Context: an optimization exercise on an open-source flow, tuned for small area. The choices shown serve that exercise and are no tape-out recipe. No run shown here included a check of the RTL's function; only the layout flow was run. Power is estimated from default activity; no workload was simulated.

[config.mk]
export PLATFORM = sky130hd
export DESIGN_NAME = conv_clause_engine
export DESIGN_NICKNAME = conv_clause_engine
export VERILOG_FILES = /design/flow/design.v
export SDC_FILE = /design/flow/constraint.sdc
export NUM_CORES = 4
export LEC_CHECK = 0
export CAP_MARGIN = 20
export CORE_AREA = 2 2 298 298
export DIE_AREA = 0 0 300 300
export SLEW_MARGIN = 20
[constraint.sdc]
create_clock -name core_clock -period 5.0 [get_ports {clk}]
set_input_delay 1.0000 -clock core_clock [delete_from_list [all_inputs] [get_ports {clk}]]
set_output_delay 1.0000 -clock core_clock [all_outputs]
set_load 0.01 [all_outputs]
[design.v]
package conv_cotm_pkg;
    localparam logic [1:0] ST_IDLE  = 2'd0;
    localparam logic [1:0] ST_EVAL  = 2'd1;
    localparam logic [1:0] ST_DRAIN = 2'd2;
    localparam logic [1:0] ST_DONE  = 2'd3;
    function automatic int y_off();
        y_off = 0;
    endfunction
    function automatic int x_off(input int py_w);
        x_off = py_w;
    endfunction
    function automatic int p_off(input int py_w, input int px_w);
        p_off = py_w + px_w;
    endfunction
    function automatic logic cfg_bad(input logic [2:0] p, input int patch_max);
        cfg_bad = !p[0] || (p < 3'd3) || ({29'd0, p} > 32'(patch_max));
    endfunction
endpackage
module conv_clause_match #(
    parameter int HALF_W = 107
) (
    input  logic [HALF_W-1:0] inc,
    input  logic [HALF_W-1:0] neg,
    input  logic [HALF_W-1:0] lit,
    output logic              match
);
    assign match = ~|((lit & neg) | (~lit & inc));
endmodule
module conv_clause_engine #(
    parameter int NUM_PE    = 8,
    parameter int IMG_W     = 32,
    parameter int IMG_H     = 32,
    parameter int PATCH_MAX = 7,
    parameter int CNT_W     = 10,
    localparam int PX_W     = IMG_W - 3,
    localparam int PY_W     = IMG_H - 3,
    localparam int PP_W     = PATCH_MAX * PATCH_MAX,
    localparam int HALF_W   = PY_W + PX_W + PP_W,
    localparam int CLAUSE_W = 2 * HALF_W
) (
    input  logic                     clk,
    input  logic                     rst_n,
    input  logic [2:0]               patch_size,
    output logic                     cfg_err,
    input  logic                     clause_valid,
    output logic                     clause_ready,
    input  logic [CLAUSE_W-1:0]      clause_data,
    input  logic                     win_valid,
    input  logic                     win_last,
    input  logic [NUM_PE-1:0]        pe_en,
    input  logic [PX_W-1:0]          win_x,
    input  logic [NUM_PE*PY_W-1:0]   win_y,
    input  logic [NUM_PE*PP_W-1:0]   win_patch,
    input  logic                     img_abort,
    input  logic                     prev_op,
    output logic                     fwd_valid,
    output logic                     fwd_last,
    output logic [NUM_PE-1:0]        fwd_pe_en,
    output logic [PX_W-1:0]          fwd_x,
    output logic [NUM_PE*PY_W-1:0]   fwd_y,
    output logic [NUM_PE*PP_W-1:0]   fwd_patch,
    output logic                     out_valid,
    input  logic                     out_ready,
    output logic                     clause_op,
    output logic [CNT_W-1:0]         match_cnt
);
    localparam int X_OFF = conv_cotm_pkg::x_off(PY_W);
    localparam int P_OFF = conv_cotm_pkg::p_off(PY_W, PX_W);
    logic                    ev, d1, d2, dn, idle, load;
    logic [HALF_W-1:0]       inc_q, neg_q, use_mask;
    logic [31:0]             p32;
    logic                    s1_valid, s1_eval, s1_last;
    logic [NUM_PE-1:0]       s1_pe_en;
    logic [PX_W-1:0]         s1_x;
    logic [NUM_PE*PY_W-1:0]  s1_y;
    logic [NUM_PE*PP_W-1:0]  s1_patch;
    logic [NUM_PE-1:0]       match;
    logic [3:0]              pop;
    logic [CNT_W:0]          sum;
    logic [CNT_W-1:0]        cnt_nxt;
    assign cfg_err      = conv_cotm_pkg::cfg_bad(patch_size, PATCH_MAX);
    assign idle         = ~(ev | d1 | d2 | dn);
    assign clause_ready = idle & ~cfg_err;
    assign load         = clause_valid & clause_ready;
    assign out_valid    = dn;
    assign p32          = {29'd0, patch_size};
    for (genvar b = 0; b < HALF_W; b++) begin : g_mask
        if (b < X_OFF) begin : g_y
            assign use_mask[b] = p32 < 32'(IMG_H - b);
        end else if (b < P_OFF) begin : g_x
            assign use_mask[b] = p32 < 32'(IMG_W - (b - X_OFF));
        end else begin : g_p
            localparam int R  = (b - P_OFF) / PATCH_MAX;
            localparam int C  = (b - P_OFF) % PATCH_MAX;
            localparam int RC = (R > C) ? R : C;
            assign use_mask[b] = p32 > 32'(RC);
        end
    end
    always_ff @(posedge clk or negedge rst_n) begin
        if (!rst_n) begin
            s1_valid  <= 1'b0;
            s1_eval   <= 1'b0;
            fwd_valid <= 1'b0;
        end else begin
            s1_valid  <= win_valid & ~img_abort;
            s1_eval   <= win_valid & ~img_abort & ev;
            fwd_valid <= s1_valid & ~img_abort;
        end
    end
    always_ff @(posedge clk) begin
        s1_last   <= win_last;
        s1_pe_en  <= pe_en;
        s1_x      <= win_x;
        s1_y      <= win_y;
        s1_patch  <= win_patch;
        fwd_last  <= s1_last;
        fwd_pe_en <= s1_pe_en;
        fwd_x     <= s1_x;
        fwd_y     <= s1_y;
        fwd_patch <= s1_patch;
    end
    always_ff @(posedge clk) begin
        if (load) begin
            inc_q <= clause_data[HALF_W-1:0] & use_mask;
            neg_q <= clause_data[CLAUSE_W-1:HALF_W] & use_mask;
        end
    end
    for (genvar i = 0; i < NUM_PE; i++) begin : g_pe
        logic [HALF_W-1:0] lit;
        assign lit = {s1_patch[i*PP_W +: PP_W], s1_x, s1_y[i*PY_W +: PY_W]};
        conv_clause_match #(.HALF_W(HALF_W)) u_match (
            .inc   (inc_q),
            .neg   (neg_q),
            .lit   (lit),
            .match (match[i])
        );
    end
    always_comb begin
        pop = '0;
        for (int i = 0; i < NUM_PE; i++) begin
            pop = pop + {3'b0, match[i] & s1_pe_en[i]};
        end
        sum     = {1'b0, match_cnt} + {{(CNT_W-3){1'b0}}, pop};
        cnt_nxt = sum[CNT_W] ? {CNT_W{1'b1}} : sum[CNT_W-1:0];
    end
    always_ff @(posedge clk) begin
        if (load) begin
            clause_op <= 1'b0;
            match_cnt <= '0;
        end else begin
            if ((ev | d1 | d2) & prev_op)
                clause_op <= 1'b1;
            if (s1_eval) begin
                if (|(match & s1_pe_en))
                    clause_op <= 1'b1;
                match_cnt <= cnt_nxt;
            end
        end
    end
    always_ff @(posedge clk or negedge rst_n) begin
        if (!rst_n) begin
            ev <= 1'b0;
            d1 <= 1'b0;
            d2 <= 1'b0;
            dn <= 1'b0;
        end else begin
            ev <= load | (~img_abort & ev & ~(win_valid & win_last));
            d1 <= ~img_abort & ev & win_valid & win_last;
            d2 <= ~img_abort & d1;
            dn <= ~img_abort & (d2 | (dn & ~out_ready));
        end
    end
endmodule
[flow/run.sh]
#!/bin/bash
# Standard ORFS layout with three changes to how it is made:
#  - port buffers are the smallest buffer (buf_1) instead of the default pick,
#  - I/O pins may sit on adjacent routing tracks so the die can be smaller,
#  - CTS inserts no dummy loads.
set -euo pipefail
export BUFFER_PORTS_ARGS="-buffer_cell sky130_fd_sc_hd__buf_1"
export PLACE_PINS_ARGS="-min_distance 1 -min_distance_in_tracks"
export CTS_ARGS="-sink_clustering_enable -repair_clock_nets -dont_use_dummy_load"
bash standard.sh > standard_flow.log 2>&1
[standard.sh]
#!/bin/bash
# synth_recipe.tcl (not shown) runs the flow's synth.tcl, then flattens the netlist and writes it again
# the make line also repeats each setting of config.mk as NAME=value (left out here)
make -C /OpenROAD-flow-scripts/flow DESIGN_CONFIG=/design/flow/config.mk WORK_HOME=/design/flow/orfs CLKGATE_MAP_FILE= SYNTH_SCRIPT=/design/flow/synth_recipe.tcl "${@:-finish}"
==> impl_summary.txt, run 1 <==
----------------------------------------------------
[Outcome]
  Status ... stopped before the end
  Halt point of the flow ... 5_1_grt
  First error message ... [ERROR GRT-0116] Global routing finished with congestion. Check the congestion regions in the DRC Viewer.

[Global route]
  Wire length of the first global-routing pass ... 311 mm
  Remaining global-route overflow ... 4
  Via count of the first global-routing pass ... 38300
  Largest net degree at the start of global routing ... 106
  Overall routing resource usage ... 0.521

[Place]
  Half-perimeter wire length after placement ... slightly below 200 mm
  Last weighted congestion value of the routability-driven placer ... 1.11
  Quantity of I/O buffers inserted on ports ... roughly 1600
  Number of cells in the design after placement ... 6146

[Logic synthesis]
  Unique masters post-synth ... 63
  Area share of the leading cell type in the synthesized netlist ... 0.618
  Synth Warn # ... 1
  Leading post-synthesis cells by instance count ... 1335 x sky130_fd_sc_hd__dfxtp_1, 276 x sky130_fd_sc_hd__nand2_1, 214 x sky130_fd_sc_hd__edfxtp_1
  Share of synthesized area occupied by flip-flops and latches ... 0.771
  Cells after Synth ... roughly 3100
  Syn_nets ... between 4000 and 5000
  Synth async-reset ratio ... 0.00450
  Most frequently used cell type in the post-synthesis netlist ... sky130_fd_sc_hd__dfxtp_1
  Number of synthesized flops with an enable pin ... 214
  Synth area leader ... sky130_fd_sc_hd__dfxtp_1
  Cell area after synthesis ... roughly 43000 sq um
  Top flip-flop cell by instance count after synthesis ... sky130_fd_sc_hd__dfxtp_1
  Top area cells in the synthesized netlist ... sky130_fd_sc_hd__dfxtp_1 62%, sky130_fd_sc_hd__edfxtp_1 15%, sky130_fd_sc_hd__nand2b_1 3.0%
  Mapped Avg Cell Area ... ~14 sq um
  Number of register bits inferred by synthesis ... 1556

[Clocking]
  CTS Sinks ... about 1600
  Maximum level of the CTS H-tree ... 4
  CTS root buffer ... sky130_fd_sc_hd__clkbuf_16
  TritonCTS buffer count ... between 100 and 150
  Number of buffers between clock root and the deepest sink ... 3

[Floorplanning]
  Initial core utilization ... 0.499
  Placement row count ... 108
  Die Height ... ~300 um
  Die boundary width ... approximately 300 um
  IO Count ... 1563

----------------------------------------------------
-- cells by family after synthesis --
group           share of synthesized area
fa+ha+maj                         0.00405
mux                                0.0241
buf+inv                            0.0193
compound gates                     0.0830
simple gates                       0.0979
flops                               0.771
xor+xnor                          0.00101
-- worst max path at each step --
stage | from | to | cells after the start
after floorplan | neg_q[64]$_DFFE_PP_ | match_cnt[9]$_SDFFE_PP0P_ | 21
after global placement | neg_q[98]$_DFFE_PP_ | match_cnt[6]$_SDFFE_PP0P_ | 23
after detailed placement | neg_q[98]$_DFFE_PP_ | match_cnt[5]$_SDFFE_PP0P_ | 23
after CTS | neg_q[98]$_DFFE_PP_ | match_cnt[7]$_SDFFE_PP0P_ | 22
-- what timing repair did --
action	4_1_cts
pin swaps	24
gates resized for setup	24
setup buffers	9
hold endpoints to repair	0
setup endpoints to repair	10
hold buffers	0
-- layer usage --
| layer | GRT usage | overflow |
|---|---|---|
| met2 | 0.724 | 4 |
| met1 | 0.630 | 0 |
| met3 | 0.241 | 0 |
| met4 | 0.389 | 0 |
| met5 | 0.0111 | 0 |
-- power groups by stage --
stage / sequential (mW) / combinational [mW] / clock (mW)
floorplan: 14.0 / 0.494 / 0
global placement: 14.1 / 1.82 / 0
detailed placement: 14.2 / 1.82 / 0
CTS: 13.9 / 1.85 / 9.39
-- stage by stage --
stage	setup slack, ps	util	instance area, sq um	power, mW	TNS, ps
after floorplan	88.1	-	43200	14.5	0
after global placement	-1240	0.617	53500	16.0	-11970
after detailed placement	-975	0.617	53500	16.0	-9110
after CTS	-457	0.660	57300	25.1	-3670
==> inputs of run 2 (changes only) <==
--- a/design.v
+++ b/design.v
@@ -17,14 +17,14 @@
     endfunction
 endpackage
 module conv_clause_match #(
-    parameter int HALF_W = 107
+    parameter int W = 107
 ) (
-    input  logic [HALF_W-1:0] inc,
-    input  logic [HALF_W-1:0] neg,
-    input  logic [HALF_W-1:0] lit,
-    output logic              match
+    input  logic [W-1:0] inc_n,
+    input  logic [W-1:0] neg,
+    input  logic [W-1:0] lit,
+    output logic         match
 );
-    assign match = ~|((lit & neg) | (~lit & inc));
+    assign match = (&(lit | inc_n)) & ~(|(lit & neg));
 endmodule
 module conv_clause_engine #(
     parameter int NUM_PE    = 8,
@@ -67,7 +67,8 @@
     localparam int X_OFF = conv_cotm_pkg::x_off(PY_W);
     localparam int P_OFF = conv_cotm_pkg::p_off(PY_W, PX_W);
     logic                    ev, d1, d2, dn, idle, load;
-    logic [HALF_W-1:0]       inc_q, neg_q, use_mask;
+    logic [HALF_W-1:0]       inc_n_q, neg_q, use_mask;
+    logic                    x_ok;
     logic [31:0]             p32;
     logic                    s1_valid, s1_eval, s1_last;
     logic [NUM_PE-1:0]       s1_pe_en;
@@ -121,19 +122,25 @@
     end
     always_ff @(posedge clk) begin
         if (load) begin
-            inc_q <= clause_data[HALF_W-1:0] & use_mask;
-            neg_q <= clause_data[CLAUSE_W-1:HALF_W] & use_mask;
+            inc_n_q <= ~(clause_data[HALF_W-1:0] & use_mask);
+            neg_q   <= clause_data[CLAUSE_W-1:HALF_W] & use_mask;
         end
     end
+    conv_clause_match #(.W(PX_W)) u_match_x (
+        .inc_n (inc_n_q[X_OFF +: PX_W]),
+        .neg   (neg_q[X_OFF +: PX_W]),
+        .lit   (s1_x),
+        .match (x_ok)
+    );
     for (genvar i = 0; i < NUM_PE; i++) begin : g_pe
-        logic [HALF_W-1:0] lit;
-        assign lit = {s1_patch[i*PP_W +: PP_W], s1_x, s1_y[i*PY_W +: PY_W]};
-        conv_clause_match #(.HALF_W(HALF_W)) u_match (
-            .inc   (inc_q),
-            .neg   (neg_q),
-            .lit   (lit),
-            .match (match[i])
+        logic m_yp;
+        conv_clause_match #(.W(PY_W + PP_W)) u_match (
+            .inc_n ({inc_n_q[P_OFF +: PP_W], inc_n_q[0 +: PY_W]}),
+            .neg   ({neg_q[P_OFF +: PP_W], neg_q[0 +: PY_W]}),
+            .lit   ({s1_patch[i*PP_W +: PP_W], s1_y[i*PY_W +: PY_W]}),
+            .match (m_yp)
         );
+        assign match[i] = m_yp & x_ok;
     end
     always_comb begin
         pop = '0;
==> flow/run.sh (replaced) <==
#!/bin/bash
# Standard ORFS layout with these changes to how it is made:
#  - port buffers are the smallest buffer (buf_1) instead of the default pick,
#  - I/O pins may sit on adjacent routing tracks so the die can be smaller,
#  - CTS uses small clock buffers, larger sink clusters and no dummy loads,
#  - global routing layer adjustment from flow/fastroute.tcl (if present).
set -euo pipefail
export BUFFER_PORTS_ARGS="-buffer_cell sky130_fd_sc_hd__buf_1"
export PLACE_PINS_ARGS="-min_distance 1 -min_distance_in_tracks"
export CTS_ARGS="-sink_clustering_enable -repair_clock_nets -dont_use_dummy_load -buf_list {sky130_fd_sc_hd__clkbuf_4 sky130_fd_sc_hd__clkbuf_8} -sink_clustering_size 30 -sink_clustering_max_diameter 80"
if [[ -f flow/fastroute.tcl ]]; then export FASTROUTE_TCL="$PWD/flow/fastroute.tcl"; fi
bash standard.sh > standard_flow.log 2>&1
--- a/config.mk
+++ b/config.mk
@@ -6,6 +6,7 @@
 export NUM_CORES = 4
 export LEC_CHECK = 0
 export CAP_MARGIN = 20
-export CORE_AREA = 2 2 298 298
-export DIE_AREA = 0 0 300 300
+export CORE_AREA = 2 2 318 318
+export DIE_AREA = 0 0 320 320
+export GPL_TIMING_DRIVEN = 0
 export SLEW_MARGIN = 20
==> run 2 against run 1 <==
Effect of this change:
- the flow again stops in 5_1_grt
- area after synthesis fell by 2.4%
- synthesized cell count fell by 2.7%
==> impl_summary.txt, run 2 <==
----------------------------------------------------
[Place]
  Half-perimeter wire length after placement ... 199 mm (was 194 mm)
  Worst setup slack after placement ... -1390 ps (was -975 ps)
  Last weighted congestion value of the routability-driven placer ... 1.08 (was 1.11)
  Quantity of I/O buffers inserted on ports ... 1561 (was 1562)
  Number of cells in the design after placement ... 5883 (was 6146)

[Logic synthesis]
  Top area cells in the synthesized netlist ... sky130_fd_sc_hd__dfxtp_1 63%, sky130_fd_sc_hd__edfxtp_1 15%, sky130_fd_sc_hd__nor2_1 2.1% (was sky130_fd_sc_hd__dfxtp_1 62%, sky130_fd_sc_hd__edfxtp_1 15%, sky130_fd_sc_hd__nand2b_1 3.0%)
  Unique masters post-synth ... 68 (was 63)
  Share of synthesized area occupied by flip-flops and latches ... 0.790 (was 0.771)
  Syn_nets ... 3927 (was 4010)
  Leading post-synthesis cells by instance count ... 1335 x sky130_fd_sc_hd__dfxtp_1, 237 x sky130_fd_sc_hd__nor2_1, 214 x sky130_fd_sc_hd__edfxtp_1 (was 1335 x sky130_fd_sc_hd__dfxtp_1, 276 x sky130_fd_sc_hd__nand2_1, 214 x sky130_fd_sc_hd__edfxtp_1)
  Number of register bits inferred by synthesis ... 1556 (unchanged)
  Number of synthesized flops with an enable pin ... 214 (unchanged)
  Cell area after synthesis ... 42200 sq um (was 43200 sq um)
  Mapped Avg Cell Area ... 13.9 sq um (about the same)
  Synth async-reset ratio ... 0.00450 (unchanged)
  Area share of the leading cell type in the synthesized netlist ... 0.633 (was 0.618)
  Cells after Synth ... 3030 (was 3113)
  Synth area leader ... sky130_fd_sc_hd__dfxtp_1 (unchanged)
  Most frequently used cell type in the post-synthesis netlist ... sky130_fd_sc_hd__dfxtp_1 (unchanged)
  Top flip-flop cell by instance count after synthesis ... sky130_fd_sc_hd__dfxtp_1 (unchanged)
  Synth Warn # ... 1 (unchanged)

[Global route]
  Wire length of the first global-routing pass ... 346 mm
  Largest net degree at the start of global routing ... 150
  Via count of the first global-routing pass ... between 30000 and 40000
  Overall routing resource usage ... 0.526
  Remaining global-route overflow ... 6

[Floorplanning]
  Die Height ... 320 um (was 300 um)
  Initial core utilization ... 0.427 (was 0.499)
  Die boundary width ... 320 um (was 300 um)
  Placement row count ... 115 (was 108)
  IO Count ... 1563 (unchanged)

[Outcome]
  Status ... stopped before the end (unchanged)
  Halt point of the flow ... 5_1_grt (unchanged)
  First error message ... [ERROR GRT-0116] Global routing finished with congestion. Check the congestion regions in the DRC Viewer. (unchanged)

[Clocking]
  TritonCTS buffer count ... 66 (was 145)
  CTS Sinks ... 1556 (unchanged)
  CTS root buffer ... sky130_fd_sc_hd__clkbuf_8 (was sky130_fd_sc_hd__clkbuf_16)
  Maximum level of the CTS H-tree ... 3 (was 4)
  Number of buffers between clock root and the deepest sink ... 3 (unchanged)

----------------------------------------------------
## run 2: changes by cell type after synthesis, sizes merged, moves of 91 or more
| cell | change |
|---|---|
| nand2b | -198 |
| nand2 | -152 |
| mux2i | -101 |
| o22ai | +102 |
| o2111ai | -91 |
| o2bb2ai | +101 |
| a211oi | +118 |
| nor2 | +222 |
## run 2: logic make-up after synthesis
group,after synthesis,synth area share
muxes,2,0.000474
buffers and inverters,220,0.0209
and+or+nand+nor,588,0.0672
AOI/OAI and AO/OA,648,0.116
xor gates and xnor gates,5,0.00104
adders and majority gates,11,0.00415
DFF,1556,0.790
## run 2: power groups by stage
| stage | Sequential, mW | Combinational (mW) | Clock [mW] |
|---|---|---|---|
| after detailed placement | 14.2 | 1.62 | 0 |
| after floorplan | 14.0 | 0.463 | 0 |
| after CTS | 13.9 | 1.67 | 4.80 |
| after global placement | 14.2 | 1.60 | 0 |
## run 2: worst min-delay path by stage
stage	startpoint	slack, ps	to
after CTS	rst_n	50	d1$_DFF_PN0_
after detailed placement	s1_last$_DFF_P_	320	fwd_last$_DFF_P_
after global placement	s1_last$_DFF_P_	310	fwd_last$_DFF_P_
after floorplan	s1_last$_DFF_P_	310	fwd_last$_DFF_P_
## run 2: per-stage QoR
step,hold slack [ps],cell area [sq um],total power [mW]
CTS,45.7,51800,20.4
global placement,312,49700,15.8
floorplan,310,42200,14.5
detailed placement,318,49800,15.8
## run 2: routing by layer
metal,GRT overflow,GRT usage
met5,0,0.0492
met2,3,0.733
met4,3,0.479
met3,0,0.347
met1,0,0.525
## run 2: repair_timing
item	in CTS
gates resized for setup	74
setup buffers	103
hold buffers	0
endpoints found under the setup margin	10
hold endpoints to repair	0
pin swaps	14
